What follows belongs to an exercise in optimizing a design on an open flow for small area; a production flow would make more cautious choices. At most, simulation tests tie the RTL to the original design; equivalence was not proved.

==> inputs of run H <==
// mem_tester_top
module mem_tester_top #(
   parameter int sweep_beats = 1048576
) (
   input  logic                          ui_clk,
   input  logic                          resetn,
   input  logic                          calib_done,
   input  logic                          app_rdy,
   input  logic                          app_wdf_rdy,
   input  logic                          app_rd_data_valid,
   input  logic [256-1:0] app_rd_data,
   output logic                          app_en,
   output logic [2:0]                    app_cmd,
   output logic [28-1:0] app_addr,
   output logic                          app_wdf_wren,
   output logic [256-1:0] app_wdf_data,
   output logic                          led_pass,
   output logic                          led_fail,
   output logic                          led_calib,
   output logic [32-1:0]    sweep_count
);
   logic [256-1:0] pattern;
   logic                          sweep_start;
   logic                          advance;
   logic                          beat_pass;
   logic                          rd_match;
   pattern_source #(
      .sweep_beats (sweep_beats)
   ) u_pattern_source (
      .ui_clk      (ui_clk),
      .resetn      (resetn),
      .advance     (advance),
      .pattern     (pattern),
      .addr        (app_addr),
      .sweep_start (sweep_start)
   );
   assign app_wdf_data = pattern;
   test_sequencer u_test_sequencer (
      .ui_clk       (ui_clk),
      .resetn       (resetn),
      .calib_done   (calib_done),
      .app_rdy      (app_rdy),
      .app_wdf_rdy  (app_wdf_rdy),
      .rd_valid     (app_rd_data_valid),
      .rd_match     (rd_match),
      .app_en       (app_en),
      .app_cmd      (app_cmd),
      .app_wdf_wren (app_wdf_wren),
      .led_fail     (led_fail),
      .beat_pass    (beat_pass),
      .advance      (advance)
   );
   result_checker u_result_checker (
      .ui_clk      (ui_clk),
      .resetn      (resetn),
      .rd_data     (app_rd_data),
      .pattern     (pattern),
      .sweep_start (sweep_start),
      .beat_pass   (beat_pass),
      .rd_match    (rd_match),
      .led_pass    (led_pass),
      .sweep_count (sweep_count)
   );
   assign led_calib = calib_done;  
endmodule
==> module test_sequencer, before the edit <==
module test_sequencer (
   input  logic       ui_clk,
   input  logic       resetn,
   input  logic       calib_done,
   input  logic       app_rdy,
   input  logic       app_wdf_rdy,
   input  logic       rd_valid,
   input  logic       rd_match,
   output logic       app_en,
   output logic [2:0] app_cmd,
   output logic       app_wdf_wren,
   output logic       led_fail,
   output logic       beat_pass,
   output logic       advance
);
   localparam logic [3:0] S_IDLE  = 4'd0;
   localparam logic [3:0] S_WRITE = 4'd5;
   localparam logic [3:0] S_WR_CE = 4'd14;
   localparam logic [3:0] S_WR_C  = 4'd4;
   localparam logic [3:0] S_WR_D  = 4'd12;
   localparam logic [3:0] S_WR_X  = 4'd13;
   localparam logic [3:0] S_READ  = 4'd8;
   localparam logic [3:0] S_RD_C  = 4'd3;
   localparam logic [3:0] S_RD_W  = 4'd2;
   localparam logic [3:0] S_CHK_P = 4'd6;
   localparam logic [3:0] S_CHK_F = 4'd1;
   localparam logic [3:0] S_CHK_V = 4'd11;
   localparam logic [3:0] S_PARK  = 4'd7;
   logic [3:0] state;
   logic [3:0] next;
   always_comb begin
      next = state;
      case (state)
         S_IDLE:  if (calib_done) next = S_WRITE;
         S_WRITE: if (app_rdy && app_wdf_rdy) next = S_WR_CE;
         S_WR_CE: begin
            if (app_rdy && app_wdf_rdy) next = S_WR_X;
            else if (app_rdy)           next = S_WR_D;
            else if (app_wdf_rdy)       next = S_WR_C;
         end
         S_WR_C:  if (app_rdy) next = S_WR_X;
         S_WR_D:  if (app_wdf_rdy) next = S_WR_X;
         S_WR_X:  next = S_READ;
         S_READ:  if (app_rdy) next = S_RD_C;
         S_RD_C:  if (app_rdy) next = S_RD_W;
         S_RD_W:  if (rd_valid) next = rd_match ? S_CHK_P : S_CHK_F;
         S_CHK_P: next = S_CHK_V;
         S_CHK_F: next = S_PARK;
         S_CHK_V: next = S_WRITE;
         S_PARK:  next = S_PARK;
         default: next = S_IDLE;
      endcase
   end
   always_ff @(posedge ui_clk or negedge resetn) begin
      if (!resetn) begin
         state <= S_IDLE;
      end else begin
         state <= next;
      end
   end
   assign app_en       = (state == S_WR_CE) || (state == S_WR_C) || (state == S_RD_C);
   assign app_wdf_wren = (state == S_WR_CE) || (state == S_WR_D);
   assign app_cmd      = {2'b00, state == S_RD_C};
   assign led_fail     = (state == S_PARK);
   assign beat_pass    = (state == S_CHK_P);
   assign advance      = (state == S_CHK_V);
endmodule
clock: 10.0 ns
lec_check: 0
cap_margin: 20
core_area: 2 2 198 198
cts_cluster_diameter: 150
cts_cluster_size: 50
die_area: 0 0 200 200
place_density: 0.85
slew_margin: 20
synth_hierarchical: 1
standard.sh (not shown) runs the stock make flow with config.mk's settings and CLKGATE_MAP_FILE= SYNTH_SCRIPT=/design/flow/synth_recipe.tcl, a recipe that flattens the netlist after the stock synthesis.
==> flow/flow/run.sh <==
#!/bin/bash
# Layout flow. Synthesis is ORFS's (hierarchical, as config.mk asks), run
# without its adder extraction and with each of a few area-mapping ABC scripts
# in place of ORFS's own; in each run the module pattern_rom (combinational)
# is replaced by its own best area mapping. The smallest netlist whose
# registers match the standard synthesis's is laid out by the standard flow,
# with 1x buffers on the ports.
set -euo pipefail
W=$(pwd)
R=$W/orfs/results/$FLOW_PLATFORM/mem_tester_top/base
LIB=$FLOW_HOME/platforms/$FLOW_PLATFORM/lib/sky130_fd_sc_hd__tt_025C_1v80.lib
DU=$(tr '\n' ' ' < $W/flow/dont_use.txt)

# standard synthesis: the reference registers, and the fallback netlist
bash standard.sh synth > $W/std_synth.log 2>&1
cp $R/1_2_yosys.v $W/std_1_2_yosys.v

regs() { grep -oE "sky130_fd_sc_hd__(df|edf|sdf|dlx|dlr|dlc|sdl)[a-z0-9_]* +[^ ]+" $1 | sort; }
# the whole design's area (the top module's own line when the synthesis is flat)
area() {
   local a
   a=$(sed -n "s/^ *Chip area for top module '\\\\$2': \([0-9.]*\).*/\1/p" $1 | head -1)
   [[ -n $a ]] || a=$(sed -n "s/^ *Chip area for module '\\\\$2': \([0-9.]*\).*/\1/p" $1 | head -1)
   echo $a
}
less() { python3 -c "import sys; sys.exit(0 if float('$1') < float('$2') else 1)"; }
regs $W/std_1_2_yosys.v > $W/regs_std.txt
: > $W/synth_choice.txt

# pattern_rom on its own with each ROM script; keep the smallest
rom=""; rom_area=1e99
for s in $W/flow/rom/*.script; do
   n=$(basename $s .script)
   if ROM_DESIGN=$W/design.v ROM_SCRIPT=$s ROM_OUT=$W/$n.v LIB_FILE=$LIB DONT_USE="$DU" \
         yosys -c $W/flow/rom_map.tcl > $W/$n.log 2>&1; then
      a=$(area $W/$n.v.stat pattern_rom)
      echo "$n: $a" >> $W/synth_choice.txt
      if [[ -n $a ]] && less $a $rom_area; then rom=$W/$n.v; rom_area=$a; fi
   else
      echo "$n: failed" >> $W/synth_choice.txt
   fi
done
echo "pattern_rom: $rom ($rom_area)" >> $W/synth_choice.txt

# the design with each area script, in its own ORFS work folder
for s in $W/flow/abc*.script; do
   n=$(basename $s .script)
   rm -rf $W/scripts_$n $W/orfs_$n
   cp -r $FLOW_HOME/scripts $W/scripts_$n
   cp $s $W/scripts_$n/abc_area.script
   sed -i 's#^\(\s*\)log_cmd abc {\*}\$abc_args$#&\n\1source $::env(SWAP_TCL)#' $W/scripts_$n/synth.tcl
   grep -q 'SWAP_TCL' $W/scripts_$n/synth.tcl
   sed "s#WORK_HOME=[^ ]*#WORK_HOME=$W/orfs_$n#" standard.sh > $W/std_$n.sh
   ( ROM_NETLIST=$rom SWAP_TCL=$W/flow/swap.tcl \
        bash $W/std_$n.sh ABC_AREA=1 ADDER_MAP_FILE= SCRIPTS_DIR=$W/scripts_$n synth \
        > $W/synth_$n.log 2>&1 || true ) &
done
wait

best=$W/std_1_2_yosys.v
best_area=$(area $W/orfs/reports/$FLOW_PLATFORM/mem_tester_top/base/synth_stat.txt $FLOW_TOP)
echo "standard: $best_area" >> $W/synth_choice.txt
for s in $W/flow/abc*.script; do
   n=$(basename $s .script)
   v=$W/orfs_$n/results/$FLOW_PLATFORM/mem_tester_top/base/1_2_yosys.v
   st=$W/orfs_$n/reports/$FLOW_PLATFORM/mem_tester_top/base/synth_stat.txt
   [[ -f $v && -f $st ]] || { echo "$n: failed" >> $W/synth_choice.txt; continue; }
   regs $v > $W/regs_$n.txt
   a=$(area $st $FLOW_TOP)
   if ! cmp -s $W/regs_std.txt $W/regs_$n.txt; then
      echo "$n: $a, registers differ" >> $W/synth_choice.txt; continue
   fi
   echo "$n: $a" >> $W/synth_choice.txt
   if less $a $best_area; then best=$v; best_area=$a; fi
done
echo "chosen: $best ($best_area)" >> $W/synth_choice.txt

if [[ $best != $W/std_1_2_yosys.v ]]; then
   cp $best $R/1_2_yosys.v
   rm -f $R/1_synth.odb $R/1_synth.sdc
fi

BUFFER_PORTS_ARGS="-buffer_cell sky130_fd_sc_hd__buf_1" bash standard.sh finish > $W/layout.log 2>&1
Other scripts of this flow, unchanged in this note and not shown: flow/flow/abc1.script, flow/flow/abc2.script, flow/flow/abc3.script, flow/flow/abc4.script, flow/flow/dont_use.txt, flow/flow/rom/rom1.script, flow/flow/rom/rom2.script, flow/flow/rom/rom3.script, flow/flow/rom_map.tcl, flow/flow/swap.tcl
==> inputs of run F, as changes to run H <==
--- a/flow/design.v
+++ b/flow/design.v
@@ -126,2 +126,3 @@
    localparam logic [3:0] S_PARK  = 4'd7;
+   localparam logic [3:0] S_CHK_VV = 4'd9;
    logic [3:0] state;
@@ -144,5 +145,6 @@
          S_RD_W:  if (rd_valid) next = rd_match ? S_CHK_P : S_CHK_F;
-         S_CHK_P: next = S_CHK_V;
+         S_CHK_P: next = (rd_valid && rd_match) ? S_CHK_VV : S_CHK_V;
          S_CHK_F: next = S_PARK;
          S_CHK_V: next = S_WRITE;
+         S_CHK_VV: next = S_WRITE;
          S_PARK:  next = S_PARK;
@@ -162,4 +164,4 @@
    assign led_fail     = (state == S_PARK);
-   assign beat_pass    = (state == S_CHK_P);
-   assign advance      = (state == S_CHK_V);
+   assign beat_pass    = (state == S_CHK_P) || (state == S_CHK_VV);
+   assign advance      = (state == S_CHK_V) || (state == S_CHK_VV);
 endmodule
Settings changed: CTS_BUF_LIST from default to sky130_fd_sc_hd__clkbuf_8, CTS_CLUSTER_DIAMETER 150 to default, CTS_CLUSTER_SIZE 50 to default.
==> inputs of run Y, as changes to run H <==
--- a/flow/design.v
+++ b/flow/design.v
@@ -114,14 +114,14 @@
    localparam logic [3:0] S_IDLE  = 4'd0;
-   localparam logic [3:0] S_WRITE = 4'd5;
-   localparam logic [3:0] S_WR_CE = 4'd14;
-   localparam logic [3:0] S_WR_C  = 4'd4;
-   localparam logic [3:0] S_WR_D  = 4'd12;
-   localparam logic [3:0] S_WR_X  = 4'd13;
-   localparam logic [3:0] S_READ  = 4'd8;
-   localparam logic [3:0] S_RD_C  = 4'd3;
-   localparam logic [3:0] S_RD_W  = 4'd2;
-   localparam logic [3:0] S_CHK_P = 4'd6;
-   localparam logic [3:0] S_CHK_F = 4'd1;
+   localparam logic [3:0] S_WRITE = 4'd1;
+   localparam logic [3:0] S_WR_CE = 4'd2;
+   localparam logic [3:0] S_WR_C  = 4'd3;
+   localparam logic [3:0] S_WR_D  = 4'd4;
+   localparam logic [3:0] S_WR_X  = 4'd5;
+   localparam logic [3:0] S_READ  = 4'd6;
+   localparam logic [3:0] S_RD_C  = 4'd7;
+   localparam logic [3:0] S_RD_W  = 4'd8;
+   localparam logic [3:0] S_CHK_P = 4'd9;
+   localparam logic [3:0] S_CHK_F = 4'd10;
    localparam logic [3:0] S_CHK_V = 4'd11;
-   localparam logic [3:0] S_PARK  = 4'd7;
+   localparam logic [3:0] S_PARK  = 4'd12;
    logic [3:0] state;
Settings changed: CTS_BUF_LIST from default to sky130_fd_sc_hd__clkbuf_8, CTS_CLUSTER_DIAMETER 150 to default, CTS_CLUSTER_SIZE 50 to default, PLACE_DENSITY 0.85 to 0.9.
==> summary.txt <==
                                                                                                                          run Y                                   run H                                   run F
Status                                                                                                           finished clean                          finished clean                          finished clean
Final critical-path setup slack                                                                                        2.843 ns                                2.849 ns                                2.998 ns
First-pass GRT wire length                                                                                             97840 um                                99030 um                               101000 um
Most frequent cell on the critical path                                                                                       -                 sky130_fd_sc_hd__nor2_1                 sky130_fd_sc_hd__nor2_1
End of the critical path                                                                                       app_wdf_data[97]                       app_wdf_data[214]   u_test_sequencer.state[0]$_DFFE_PN0P_
Weighted congestion at the end of routability-driven global placement                                                     1.122                                   1.113                                   1.180
Count of non-CTS inverters in the layout                                                                                     81                                      78                                      81
Critical path class                                                                                                  reg -> out                              reg -> out                              reg -> reg
Transition at the pin with the smallest max-transition slack                                                           1.202 ns                                1.312 ns                                1.190 ns
Starting DRT DRC Count                                                                                                     2117                                    2627                                    2582
Met2 GRT Util                                                                                                            57.41%                                  56.88%                                  58.35%
Cells after DPL                                                                                                            2609                                    2643                                    2642
Post-Route Hold Slack                                                                                                 0.5026 ns                               0.5123 ns                               0.4961 ns
Relative max-transition margin                                                                                           19.60%                                  12.19%                                  20.34%
Final worst path period need                                                                                           7.157 ns                                7.151 ns                                7.002 ns
Met3 Resource Use GR                                                                                                     7.628%                                  8.905%                                  9.442%
Area occupied by multi-input gates                                                                                    7119 um^2                               7093 um^2                               7094 um^2
GR Util met1                                                                                                             43.64%                                  45.71%                                  43.63%
Clock transition at the register clock pins on the worst setup and hold paths after CTS                                 0.11 ns                                 0.08 ns                                 0.12 ns
Launching element of the worst setup path                                                u_pattern_source.beat_idx[1]$_DFF_PN0_  u_pattern_source.beat_idx[3]$_DFF_PN0_  u_pattern_source.beat_idx[0]$_DFF_PN0_
For run H and run Y, only the layout was checked, not whether the RTL still works.

[separate check: timing with driven ports]
No port has a modelled driver above. Below, the same layouts with a new extraction and two added sets of constraints. Step 1: set_driving_cell puts a clkbuf_16 on ui_clk and a buf_2 on each other input, an assumption about the parent block. Step 2 times the ports against the registers' clock, not the clock port: input delays grow and output delays shrink by t, the midpoint of the rising clock arrivals with the driver on. a / b / c = ideal ports / drivers / drivers and shift; a / b = the first two.
| run | shift t [ns] | slack for setup (ns) | worst register clock-pin slew, ns |
|---|---|---|---|
| run H | 0.326 | 2.849 / 2.815 / 3.141 | 0.08 / 0.08 |
| run F | 0.370 | 2.998 / 2.998 / 2.998 | 0.12 / 0.12 |
| run Y | 0.334 | 2.843 / 2.818 / 2.884 | 0.11 / 0.11 |
After both steps every run listed still meets setup and hold.
